This is an optimization exercise on Yosys and OpenROAD, whose aim is a short achievable clock period, not a production implementation. In this exercise RTL edits were held to simulation tests only and were not proved equivalent to the original.

==> inputs of juniper <==
## aipTop
module aipTop (
  input  logic                      clk,
  input  logic                      rst,
  input  logic                      en_i,
  input  logic [32-1:0] dataInAIP_i,
  output logic [32-1:0] dataOutAIP_o,
  input  logic [4:0]                configAIP_i,
  input  logic                      readAIP_i,
  input  logic                      writeAIP_i,
  input  logic                      startAIP_i,
  output logic                      intAIP_o,
  input  logic [16-1:0]  rdAddrMemIn0_i,
  input  logic [16-1:0]  rdAddrMemIn1_i,
  output logic [32-1:0] rdDataMemIn0_o,
  output logic [32-1:0] rdDataMemIn1_o,
  input  logic                      wrEnMemOut_i,
  input  logic [16-1:0]  wrAddrMemOut_i,
  input  logic [32-1:0] wrDataMemOut_i,
  output logic [32-1:0] rdDataConfigReg_o,
  input  logic                      statusBusy_i,
  input  logic                      coreDone_i,
  output logic                      startIPcore_o
);
Settings: LEC_CHECK=0, CAP_MARGIN=20, CORE_MARGIN=2, CORE_UTILIZATION=40, SETUP_SLACK_MARGIN=2.5, SLEW_MARGIN=20, SYNTH_HIERARCHICAL=1, SYNTH_MINIMUM_KEEP_SIZE=0; clock period 5.1 ns.
run.sh (not shown) runs the stock make flow with config.mk's settings and CLKGATE_MAP_FILE= SYNTH_SCRIPT=/design/flow/synth_recipe.tcl, a recipe that flattens the netlist after the stock synthesis.
==> inputs of umber, as changes to juniper <==
--- a/flow/design.v
+++ b/flow/design.v
@@ -144,52 +144,16 @@
   end
   for (genvar i = 0; i < 4; i++) begin : gV
     aipNor2 uV (.a(u[2*i]), .b(u[2*i+1]), .y(v[i]));
   end
   aipNand4 uY (.a(v[0]), .b(v[1]), .c(v[2]), .d(v[3]), .y(y));
 endmodule
 `default_nettype wire
 `default_nettype none
-module aipPre32 (
-  input  logic [4:0] a,
-  output logic [3:0] pn,
-  output logic [7:0] qn
-);
-  logic [4:0] an;
-  for (genvar b = 0; b < 5; b++) begin : gInv
-    aipInv uInv (.a(a[b]), .y(an[b]));
-  end
-  for (genvar k = 0; k < 4; k++) begin : gP
-    aipNand2 uP (
-      .a((k % 2) ? a[0] : an[0]),
-      .b(((k / 2) % 2) ? a[1] : an[1]),
-      .y(pn[k])
-    );
-  end
-  for (genvar m = 0; m < 8; m++) begin : gQ
-    aipNand3 uQ (
-      .a((m % 2) ? a[2] : an[2]),
-      .b(((m / 2) % 2) ? a[3] : an[3]),
-      .c(((m / 4) % 2) ? a[4] : an[4]),
-      .y(qn[m])
-    );
-  end
-endmodule
-module aipSel32 (
-  input  logic [3:0]  pn,
-  input  logic [7:0]  qn,
-  output logic [31:0] sel
-);
-  for (genvar i = 0; i < 32; i++) begin : gSel
-    aipNor2 uSel (.a(pn[i % 4]), .b(qn[i / 4]), .y(sel[i]));
-  end
-endmodule
-`default_nettype wire
-`default_nettype none
 module aipTop (
   input  logic                      clk,
   input  logic                      rst,
   input  logic                      en_i,
   input  logic [32-1:0] dataInAIP_i,
   output logic [32-1:0] dataOutAIP_o,
   input  logic [4:0]                configAIP_i,
   input  logic                      readAIP_i,
@@ -273,27 +237,21 @@
     always_ff @(posedge clk) begin
       if (wrEnMemOut_i && wrAddrMemOut_i[6-1:0] == i) begin
         memOut[i*32 +: 32] <= wrDataMemOut_i;
       end
     end
   end
   localparam int RdGroup  = 2;
   localparam int RdGroups = 32 / RdGroup;
-  logic [3:0] preP0;
-  logic [7:0] preQ0;
-  logic [3:0] preP1;
-  logic [7:0] preQ1;
-  aipPre32 uPre0 (.a(rdAddrMemIn0_i[5-1:0]), .pn(preP0), .qn(preQ0));
-  aipPre32 uPre1 (.a(rdAddrMemIn1_i[5-1:0]), .pn(preP1), .qn(preQ1));
   for (genvar g = 0; g < RdGroups; g++) begin : gRdGrp
     logic [InWords-1:0] selIn0;
     logic [InWords-1:0] selIn1;
-    aipSel32 uSel0 (.pn(preP0), .qn(preQ0), .sel(selIn0));
-    aipSel32 uSel1 (.pn(preP1), .qn(preQ1), .sel(selIn1));
+    aipDec32 uDec0 (.a(rdAddrMemIn0_i[5-1:0]), .sel(selIn0));
+    aipDec32 uDec1 (.a(rdAddrMemIn1_i[5-1:0]), .sel(selIn1));
     for (genvar b = g*RdGroup; b < (g+1)*RdGroup; b++) begin : gRd
       logic [InWords-1:0] col0;
       logic [InWords-1:0] col1;
       for (genvar i = 0; i < InWords; i++) begin : gCol
         assign col0[i] = memIn0[i*32 + b];
         assign col1[i] = memIn1[i*32 + b];
       end
       aipOr32 uRd0 (.sel(selIn0), .d(col0), .y(rdDataMemIn0_o[b]));
==> inputs of xenon, as changes to juniper <==
--- a/flow/design.v
+++ b/flow/design.v
@@ -95,101 +95,16 @@
   end
   for (genvar i = 0; i < 2; i++) begin : gV
     aipNor2 uV (.a(u[2*i]), .b(u[2*i+1]), .y(v[i]));
   end
   aipNand2 uY (.a(v[0]), .b(v[1]), .y(y));
 endmodule
 `default_nettype wire
 `default_nettype none
-module aipNor3 (input logic a, input logic b, input logic c, output logic y);
-  assign y = ~(a | b | c);
-endmodule
-module aipAnd3 (input logic a, input logic b, input logic c, output logic y);
-  assign y = a & b & c;
-endmodule
-module aipDec64 (
-  input  logic [5:0]  a,
-  output logic [63:0] sel
-);
-  logic [5:0] an;
-  logic [2:0][3:0] pn;
-  for (genvar b = 0; b < 6; b++) begin : gInv
-    aipInv uInv (.a(a[b]), .y(an[b]));
-  end
-  for (genvar g = 0; g < 3; g++) begin : gGrp
-    for (genvar k = 0; k < 4; k++) begin : gP
-      aipNand2 uP (
-        .a((k % 2) ? a[2*g] : an[2*g]),
-        .b(((k / 2) % 2) ? a[2*g+1] : an[2*g+1]),
-        .y(pn[g][k])
-      );
-    end
-  end
-  for (genvar i = 0; i < 64; i++) begin : gSel
-    aipNor3 uSel (.a(pn[0][i % 4]), .b(pn[1][(i / 4) % 4]), .c(pn[2][i / 16]), .y(sel[i]));
-  end
-endmodule
-module aipOr64 (
-  input  logic [63:0] sel,
-  input  logic [63:0] d,
-  output logic        y
-);
-  logic [31:0] t;
-  logic [7:0]  u;
-  logic [3:0]  v;
-  for (genvar i = 0; i < 32; i++) begin : gT
-    aipAoi22 uT (.a1(sel[2*i]), .a2(d[2*i]), .b1(sel[2*i+1]), .b2(d[2*i+1]), .y(t[i]));
-  end
-  for (genvar i = 0; i < 8; i++) begin : gU
-    aipNand4 uU (.a(t[4*i]), .b(t[4*i+1]), .c(t[4*i+2]), .d(t[4*i+3]), .y(u[i]));
-  end
-  for (genvar i = 0; i < 4; i++) begin : gV
-    aipNor2 uV (.a(u[2*i]), .b(u[2*i+1]), .y(v[i]));
-  end
-  aipNand4 uY (.a(v[0]), .b(v[1]), .c(v[2]), .d(v[3]), .y(y));
-endmodule
-`default_nettype wire
-`default_nettype none
-module aipPre32 (
-  input  logic [4:0] a,
-  output logic [3:0] pn,
-  output logic [7:0] qn
-);
-  logic [4:0] an;
-  for (genvar b = 0; b < 5; b++) begin : gInv
-    aipInv uInv (.a(a[b]), .y(an[b]));
-  end
-  for (genvar k = 0; k < 4; k++) begin : gP
-    aipNand2 uP (
-      .a((k % 2) ? a[0] : an[0]),
-      .b(((k / 2) % 2) ? a[1] : an[1]),
-      .y(pn[k])
-    );
-  end
-  for (genvar m = 0; m < 8; m++) begin : gQ
-    aipNand3 uQ (
-      .a((m % 2) ? a[2] : an[2]),
-      .b(((m / 2) % 2) ? a[3] : an[3]),
-      .c(((m / 4) % 2) ? a[4] : an[4]),
-      .y(qn[m])
-    );
-  end
-endmodule
-module aipSel32 (
-  input  logic [3:0]  pn,
-  input  logic [7:0]  qn,
-  output logic [31:0] sel
-);
-  for (genvar i = 0; i < 32; i++) begin : gSel
-    aipNor2 uSel (.a(pn[i % 4]), .b(qn[i / 4]), .y(sel[i]));
-  end
-endmodule
-`default_nettype wire
-`default_nettype none
 module aipTop (
   input  logic                      clk,
   input  logic                      rst,
   input  logic                      en_i,
   input  logic [32-1:0] dataInAIP_i,
   output logic [32-1:0] dataOutAIP_o,
   input  logic [4:0]                configAIP_i,
   input  logic                      readAIP_i,
@@ -206,16 +121,25 @@
   output logic [32-1:0] rdDataConfigReg_o,
   input  logic                      statusBusy_i,
   input  logic                      coreDone_i,
   output logic                      startIPcore_o
 );
   localparam int InWords  = 2**5;
   localparam int OutWords = 2**6;
   typedef logic [32-1:0] wordT;
+  function automatic wordT rdOut(input logic [OutWords*32-1:0] m,
+                                 input logic [6-1:0] a);
+    wordT r;
+    r = '0;
+    for (int i = 0; i < OutWords; i++) begin
+      r = r | (m[i*32 +: 32] & {32{a == i}});
+    end
+    rdOut = r;
+  endfunction
   assign startIPcore_o = startAIP_i;    
   logic wrMemIn0, wrMemIn1, wrConf, setPtr0, setPtr1, setPtrOut, setConfPtr;
   logic rdMemOut, setStatus;
   assign wrMemIn0   = writeAIP_i && (configAIP_i == 5'd0);
   assign setPtr0    = writeAIP_i && (configAIP_i == 5'd1);
   assign wrMemIn1   = writeAIP_i && (configAIP_i == 5'd2);
   assign setPtr1    = writeAIP_i && (configAIP_i == 5'd3);
   assign rdMemOut   = readAIP_i  && (configAIP_i == 5'd4);
@@ -271,68 +195,49 @@
   end
   for (genvar i = 0; i < OutWords; i++) begin : gOut
     always_ff @(posedge clk) begin
       if (wrEnMemOut_i && wrAddrMemOut_i[6-1:0] == i) begin
         memOut[i*32 +: 32] <= wrDataMemOut_i;
       end
     end
   end
-  localparam int RdGroup  = 2;
-  localparam int RdGroups = 32 / RdGroup;
-  logic [3:0] preP0;
-  logic [7:0] preQ0;
-  logic [3:0] preP1;
-  logic [7:0] preQ1;
-  aipPre32 uPre0 (.a(rdAddrMemIn0_i[5-1:0]), .pn(preP0), .qn(preQ0));
-  aipPre32 uPre1 (.a(rdAddrMemIn1_i[5-1:0]), .pn(preP1), .qn(preQ1));
-  for (genvar g = 0; g < RdGroups; g++) begin : gRdGrp
-    logic [InWords-1:0] selIn0;
-    logic [InWords-1:0] selIn1;
-    aipSel32 uSel0 (.pn(preP0), .qn(preQ0), .sel(selIn0));
-    aipSel32 uSel1 (.pn(preP1), .qn(preQ1), .sel(selIn1));
-    for (genvar b = g*RdGroup; b < (g+1)*RdGroup; b++) begin : gRd
-      logic [InWords-1:0] col0;
-      logic [InWords-1:0] col1;
-      for (genvar i = 0; i < InWords; i++) begin : gCol
-        assign col0[i] = memIn0[i*32 + b];
-        assign col1[i] = memIn1[i*32 + b];
-      end
-      aipOr32 uRd0 (.sel(selIn0), .d(col0), .y(rdDataMemIn0_o[b]));
-      aipOr32 uRd1 (.sel(selIn1), .d(col1), .y(rdDataMemIn1_o[b]));
+  logic [InWords-1:0] selIn0;
+  logic [InWords-1:0] selIn1;
+  aipDec32 uDec0 (.a(rdAddrMemIn0_i[5-1:0]), .sel(selIn0));
+  aipDec32 uDec1 (.a(rdAddrMemIn1_i[5-1:0]), .sel(selIn1));
+  for (genvar b = 0; b < 32; b++) begin : gRd
+    logic [InWords-1:0] col0;
+    logic [InWords-1:0] col1;
+    for (genvar i = 0; i < InWords; i++) begin : gCol
+      assign col0[i] = memIn0[i*32 + b];
+      assign col1[i] = memIn1[i*32 + b];
     end
+    aipOr32 uRd0 (.sel(selIn0), .d(col0), .y(rdDataMemIn0_o[b]));
+    aipOr32 uRd1 (.sel(selIn1), .d(col1), .y(rdDataMemIn1_o[b]));
   end
   logic [6-1:0] ptrNext;
   logic [6-1:0] wrAddrOut;
-  logic [OutWords-1:0] selNext;
   wordT memRd;
-  wordT memNext;
   wordT rdNext;
   wordT rdReg;
   logic rdOk;
   assign wrAddrOut = wrAddrMemOut_i[6-1:0];
   assign memRd     = rdOk ? rdReg : memOut[32-1:0];
   always_comb begin
     if (en_i && setPtrOut) begin
       ptrNext = dataInAIP_i[6-1:0];
     end else if (en_i && rdMemOut) begin
       ptrNext = memOutPtr + 1'b1;
     end else begin
       ptrNext = memOutPtr;
     end
   end
-  aipDec64 uDecNext (.a(ptrNext), .sel(selNext));
-  for (genvar b = 0; b < 32; b++) begin : gRdOut
-    logic [OutWords-1:0] col;
-    for (genvar i = 0; i < OutWords; i++) begin : gCol
-      assign col[i] = memOut[i*32 + b];
-    end
-    aipOr64 uRd (.sel(selNext), .d(col), .y(memNext[b]));
-  end
-  assign rdNext = (wrEnMemOut_i && wrAddrOut == ptrNext) ? wrDataMemOut_i : memNext;
+  assign rdNext = (wrEnMemOut_i && wrAddrOut == ptrNext) ? wrDataMemOut_i
+                                                           : rdOut(memOut, ptrNext);
   always_ff @(posedge clk) begin
     rdReg <= rdNext;
   end
   always_ff @(posedge clk or negedge rst) begin
     if (!rst) begin
       rdOk <= 1'b0;
     end else begin
       rdOk <= 1'b1;
@@ -367,25 +272,21 @@
   end
   assign intAIP_o = donePend && intEn;
   logic cfgMemOut;
   logic cfgStatus;
   logic cfgIdN;
   logic selRdReg;
   logic selMem0;
   wordT statusWord;
-  logic cfgLowZero;
-  logic cfgHigh;
-  aipNor3 uCfgLow (.a(configAIP_i[4]), .b(configAIP_i[3]), .c(configAIP_i[1]), .y(cfgLowZero));
-  assign cfgMemOut = cfgLowZero && configAIP_i[2] && !configAIP_i[0];
-  aipAnd3 uSelRd (.a(cfgLowZero), .b(configAIP_i[2] && !configAIP_i[0]), .c(rdOk), .y(selRdReg));
-  aipAnd3 uSelM0 (.a(cfgLowZero), .b(configAIP_i[2] && !configAIP_i[0]), .c(!rdOk), .y(selMem0));
-  assign cfgHigh   = &configAIP_i[4:1];
-  assign cfgStatus = cfgHigh && !configAIP_i[0];
-  assign cfgIdN    = !(cfgHigh && configAIP_i[0]);
+  assign cfgMemOut = (configAIP_i == 5'd4);
+  assign cfgStatus = (configAIP_i == 5'd30);
+  assign cfgIdN    = !(configAIP_i == 5'd31);
+  assign selRdReg  = cfgMemOut && rdOk;
+  assign selMem0   = cfgMemOut && !rdOk;
   always_comb begin
     statusWord = '0;
     statusWord[memPkg::StatBusyBit]  = statusBusy_i;
     statusWord[memPkg::StatDoneBit]  = donePend;
     statusWord[memPkg::StatIntEnBit] = intEn;
   end
   for (genvar b = 0; b < 32; b++) begin : gOutBit
     logic memN;
==> results.json <==
{
  "status": "timing/DRC/antenna clean",
  "utilization_pct": 51.8,
  "synthesis.instances": 9258,
  "dp_hpwl_um": 301000,
  "seq_share_pct": 58.5,
  "yosys.area_share.simple_pct": 7.34,
  "die_height_um": 647,
  "synthesis.nets": 9397,
  "vias": 100670,
  "fin_crit_ns": 3.83
}
That was umber.
==> results.json <==
{
  "synthesis.instances": 8748,
  "grt_overflow": 0,
  "die_height_um": 643,
  "synthTopCellsByArea": "edfxtp_1 75%, a22oi_2 16%, nor2_1 3.3%",
  "dieArea_um2": 413000,
  "clk_path_buf_depth": 4,
  "vias": 96480,
  "dp_hpwl_um": 283000,
  "synth_compound_area_share_pct": 16.2,
  "seq_share_pct": 59.9,
  "status": "timing/DRC/antenna clean",
  "rows": 234,
  "utilization_pct": 51.3,
  "clkCellAreaFrac_pct": 6.60,
  "yosys.area_share.simple_pct": 6.43,
  "crit_top_cell": "buf_12",
  "fin_crit_ns": 3.92
}
That was juniper.
==> results.json <==
{
  "die_height_um": 633,
  "synth_compound_area_share_pct": 13.7,
  "synthesis.instances": 8489,
  "clkCellAreaFrac_pct": 6.68,
  "synthesis.nets": 8628,
  "slew_headroom_pct": 15.6,
  "dp_hpwl_um": 382000,
  "rsz0062_at_grt": "true",
  "vias": 104282,
  "drt_iter0_drc": 17235,
  "fin_crit_ns": 4.30,
  "setup.worst_path.end_class": "flop",
  "start_kind": "input pin",
  "status": "timing/DRC/antenna clean",
  "hold_ws_ns": 0.147,
  "yosys.area_share.simple_pct": 5.53,
  "rrSetupSlack_ns": 0.86,
  "seq_share_pct": 60.5
}
That was xenon.

-- separate check: timing with driven ports --
How much do the figures lean on ideal ports? The routed layouts below were timed once more, with nothing changed but the port constraints.
Step 1 assumes that a clkbuf_16 drives the clock port and a buf_2 every other input.
Step 2 also shifts input and output timing later by t, the mid clock arrival at the registers, as if the neighbouring blocks saw the same clock.
a / b / c = ideal / step 1 / step 2; a / b = the first two.
| run | shift t [ns] | setup WS [ns] | worst setup path after step 2 | clock arrival spread, ns | worst register clock-pin slew, ns |
|---|---|---|---|---|---|
| juniper | 1.058 | 1.179 / 1.130 / 0.269 | input to register | 0.152 / 0.153 | 0.07 / 0.07 |
| umber | 1.104 | 1.275 / 0.991 / 0.227 | input to register | 0.113 / 0.114 | 0.07 / 0.07 |
| xenon | 1.122 | 0.798 / 0.865 / -0.244 | input to register | 0.075 / 0.076 | 0.07 / 0.07 |
With both steps, setup timing fails in xenon, where it was met with ideal ports. The setup slack of umber, which loses most, moves by -0.284 ns with the drivers and by -1.048 ns with both steps.
